Source: an optimization exercise on an open RTL-to-GDS flow (aim: small area, a short achievable clock period and few clock cycles per item). Production flows keep margins and buffers that such runs may drop. The RTL was checked by simulation tests, not by an equivalence proof against the original design.

## umber
Design rc5_core_param, start of the top module:
module rc5_core_param
#(
   parameter  int W    = 32,
   parameter  int R    = 12,
   localparam int KA_W = $clog2(2*R+2)
) (
   input  logic            clock,
   input  logic            reset,
   input  logic            key_we,
   input  logic [KA_W-1:0] key_addr,
   input  logic [W-1:0]    key_wdata,
   output logic            key_err,
   input  logic            in_valid,
   output logic            in_ready,
   input  logic            in_mode,
   input  logic [2*W-1:0]  in_data,
   output logic            out_valid,
   input  logic            out_ready,
   output logic [2*W-1:0]  out_data,
   output logic            out_mode,
   output logic            busy
);
   localparam int NK = 2*R + 2;       
   localparam int NS = 2*R;           
   logic [NK-1:0][31:0] s_tab;
   logic                key_ok, key_wr;
   assign key_ok = !busy && (key_addr <= KA_W'(NK - 1));
   assign key_wr = key_we && key_ok;
   always_ff @(posedge clock) begin
      for (int i = 0; i < NK; i++)
         if (reset || (key_wr && key_addr == KA_W'(i)))
            s_tab[i] <= reset ? 32'd0 : key_wdata;
   end
   always_ff @(posedge clock) begin
      if (reset) key_err <= 1'b0;
      else       key_err <= key_we && !key_ok;
   end
   logic            accept;
   logic [NS:1]     v;                  
   logic [NS:1]     m;                  
   logic [NS:1]     inv;                
   logic [NS:1]     hd;                 
   logic [31:0]     xs [1:NS];
   logic [31:0]     ys [1:NS];
   logic            q_v, q_m, q_inv, q_hd;
   logic [63:0]     q_d;
   logic            blocked, pass_hd;
   assign in_ready = !blocked && !q_v;
   assign accept   = in_valid && in_ready;
   logic [31:0] in_a, in_b, w0_b, w0_a, x1_n, y1_n;
   logic        m0, inv0, hd0;
   logic [31:0] k0, k1, k25;
   assign k0  = (key_wr && key_addr == KA_W'(0))    ? key_wdata : s_tab[0];
  ...
Size in the first run: about 21000 cells after synthesis, ~2600 flip-flops, about 180 I/O pins, ~170000 sq um of cells after synthesis.
==> flow/config.mk <==
export PLATFORM = sky130hd
export DESIGN_NAME = rc5_core_param
export DESIGN_NICKNAME = rc5_core_param
export VERILOG_FILES = /design/flow/design.v
export SDC_FILE = /design/flow/constraint.sdc
export NUM_CORES = 4
export LEC_CHECK = 0
export CAP_MARGIN = 20
export CORE_MARGIN = 2
export CORE_UTILIZATION = 50
export CTS_CLUSTER_DIAMETER = 90
export CTS_CLUSTER_SIZE = 25
export SETUP_SLACK_MARGIN = 5
export SLEW_MARGIN = 20
export TNS_END_PERCENT = 100
==> flow/constraint.sdc <==
create_clock -name core_clock -period 12.0 [get_ports {clock}]
set_input_delay 2.4000 -clock core_clock [delete_from_list [all_inputs] [get_ports {clock}]]
set_output_delay 2.4000 -clock core_clock [all_outputs]
set_load 0.01 [all_outputs]
standard.sh (not shown) runs the stock make flow with config.mk's settings and CLKGATE_MAP_FILE= SYNTH_SCRIPT=/design/flow/synth_recipe.tcl, a recipe that flattens the netlist after the stock synthesis.
==> flow/flow/run.sh <==
#!/bin/bash
# The standard layout, with one change: synthesis maps the logic with an
# area-oriented ABC script (flow/abc_area_map.script) in place of ORFS's
# speed script. Everything else, registers included, is the standard flow;
# the timing repair steps of the layout then fix the critical paths.
set -euo pipefail
W=$PWD
rm -rf "$W/scripts_mod"
cp -r "$FLOW_HOME/scripts" "$W/scripts_mod"
cp "$W/flow/abc_area_map.script" "$W/scripts_mod/abc_speed.script"
bash "$W/standard.sh" SCRIPTS_DIR="$W/scripts_mod" finish > "$W/standard_flow.log" 2>&1
==> flow/flow/abc_area_map.script <==
strash
dch
map -a
amap
topo
stime -c
Testbench counts of umber, summed over its fixed seeds: cycles 712, items 512.
What nickel does differently from umber at the input level:
==> flow/flow/abc_area_map.script <==
strash
dch
map -a
topo
stime -c
diff --git a/flow/config.mk b/flow/config.mk
--- a/flow/config.mk
+++ b/flow/config.mk
@@ -10 +10 @@
-export CORE_UTILIZATION = 50
+export CORE_UTILIZATION = 55
## What came out
- nickel: full flow OK, the timing, DRC and antenna checks passed
- umber completed; timing, DRC and antenna clean
- Measured against each other, umber and nickel differ in die area, the higher figure coming from umber.
- The count of placed standard cells including taps of nickel is higher than that of umber.
- Number of non-filler instances in the completed layout came out higher on nickel than on umber.
--- input diff nickel..quartz ---
==> flow/run.sh (new file) <==
#!/bin/bash
# synth_recipe.tcl (not shown) runs the flow's synth.tcl, then flattens the netlist and writes it again
# the make line also repeats each setting of config.mk as NAME=value (left out here)
make -C /OpenROAD-flow-scripts/flow DESIGN_CONFIG=/design/flow/config.mk WORK_HOME=/design/flow/orfs CLKGATE_MAP_FILE= SYNTH_SCRIPT=/design/flow/synth_recipe.tcl finish
diff --git a/flow/config.mk b/flow/config.mk
--- a/flow/config.mk
+++ b/flow/config.mk
@@ -10,3 +10,3 @@
-export CORE_UTILIZATION = 55
-export CTS_CLUSTER_DIAMETER = 90
-export CTS_CLUSTER_SIZE = 25
+export CORE_UTILIZATION = 50
+export CTS_CLUSTER_DIAMETER = 100
+export CTS_CLUSTER_SIZE = 30
removed: flow/flow/run.sh
removed: flow/flow/abc_area_map.script
removed: flow/standard.sh
[summary]
- quartz finished every step from synthesis to the final layout, and the layout passed the timing, DRC and antenna checks.
- Taking nickel as the reference, in quartz maximum number of pins on one net before global-route repair went down by 3; design area went up by 5100 sq um; adder and majority cell fraction of the synthesized area went down by 0.36 points; clock-buffer cell count went down by 38.
- Compared with nickel, quartz shows a post-detailed-route wirelength per cell that is 11% higher.
- Compared with nickel, in quartz core utilization of the finished layout fell by 7.6 points; number of diodes moved down.
> inputs changed (quartz -> harbor)
==> flow/flow/run.sh (new file) <==
#!/bin/bash
# The standard layout, with one change: synthesis maps the logic with an
# area-oriented ABC script (flow/abc_area_map.script) in place of ORFS's
# speed script. Everything else, registers included, is the standard flow;
# the timing repair steps of the layout then fix the critical paths.
set -euo pipefail
W=$PWD
rm -rf "$W/scripts_mod"
cp -r "$FLOW_HOME/scripts" "$W/scripts_mod"
cp "$W/flow/abc_area_map.script" "$W/scripts_mod/abc_speed.script"
bash "$W/standard.sh" SCRIPTS_DIR="$W/scripts_mod" finish > "$W/standard_flow.log" 2>&1
==> flow/flow/abc_area_map.script (new file) <==
strash
dch
map -a
amap
topo
stime -c
==> flow/standard.sh (new file) <==
#!/bin/bash
# synth_recipe.tcl (not shown) runs the flow's synth.tcl, then flattens the netlist and writes it again
# the make line also repeats each setting of config.mk as NAME=value (left out here)
make -C /OpenROAD-flow-scripts/flow DESIGN_CONFIG=/design/flow/config.mk WORK_HOME=/design/flow/orfs CLKGATE_MAP_FILE= SYNTH_SCRIPT=/design/flow/synth_recipe.tcl "${@:-finish}"
diff --git a/flow/config.mk b/flow/config.mk
--- a/flow/config.mk
+++ b/flow/config.mk
@@ -10 +10 @@
-export CORE_UTILIZATION = 50
+export CORE_UTILIZATION = 58
removed: flow/run.sh
## What came out
NOTE: total routing resource utilization after global routing in harbor exceeds that of quartz. met1 layer wirelength in the final routing of harbor falls short of that of quartz by more than 10%.

## re-timing with driven ports
How much do the figures lean on ideal ports? The routed layouts below were timed once more, with nothing changed but the port constraints.
Step 1 (the two cells are an assumption about what drives the block):
set clk [get_ports {clock}]
set_driving_cell -lib_cell sky130_fd_sc_hd__clkbuf_16 $clk
set_driving_cell -lib_cell sky130_fd_sc_hd__buf_2 [delete_from_list [all_inputs] $clk]
Step 2, shift: input delay + t, output delay - t, t = (earliest + latest rising clock arrival at the registers) / 2. This alone moves slack from input paths to output paths.
a / b / c = no drivers / after step 1 / after step 2; a / b = the first two.
| run | shift t [ns] | setup WS [ns] | worst hold slack (ns) | worst data-port slew with drivers (ns) |
|---|---|---|---|---|
| umber | 1.053 | 5.103 / 4.872 / 3.819 | 0.333 / 0.333 / 0.333 | 0.41 |
| nickel | 1.062 | 5.114 / 5.099 / 4.038 | 0.301 / 0.301 / 0.301 | 0.16 |
| quartz | 1.035 | 5.304 / 5.332 / 4.340 | 0.329 / 0.329 / 0.329 | 0.15 |
| harbor | 1.013 | 5.012 / 5.083 / 4.070 | 0.319 / 0.319 / 0.319 | 0.08 |
After both steps every run listed still meets setup and hold. For umber, which loses most, drivers alone change the setup slack by -0.231 ns; drivers and shift together by -1.284 ns.
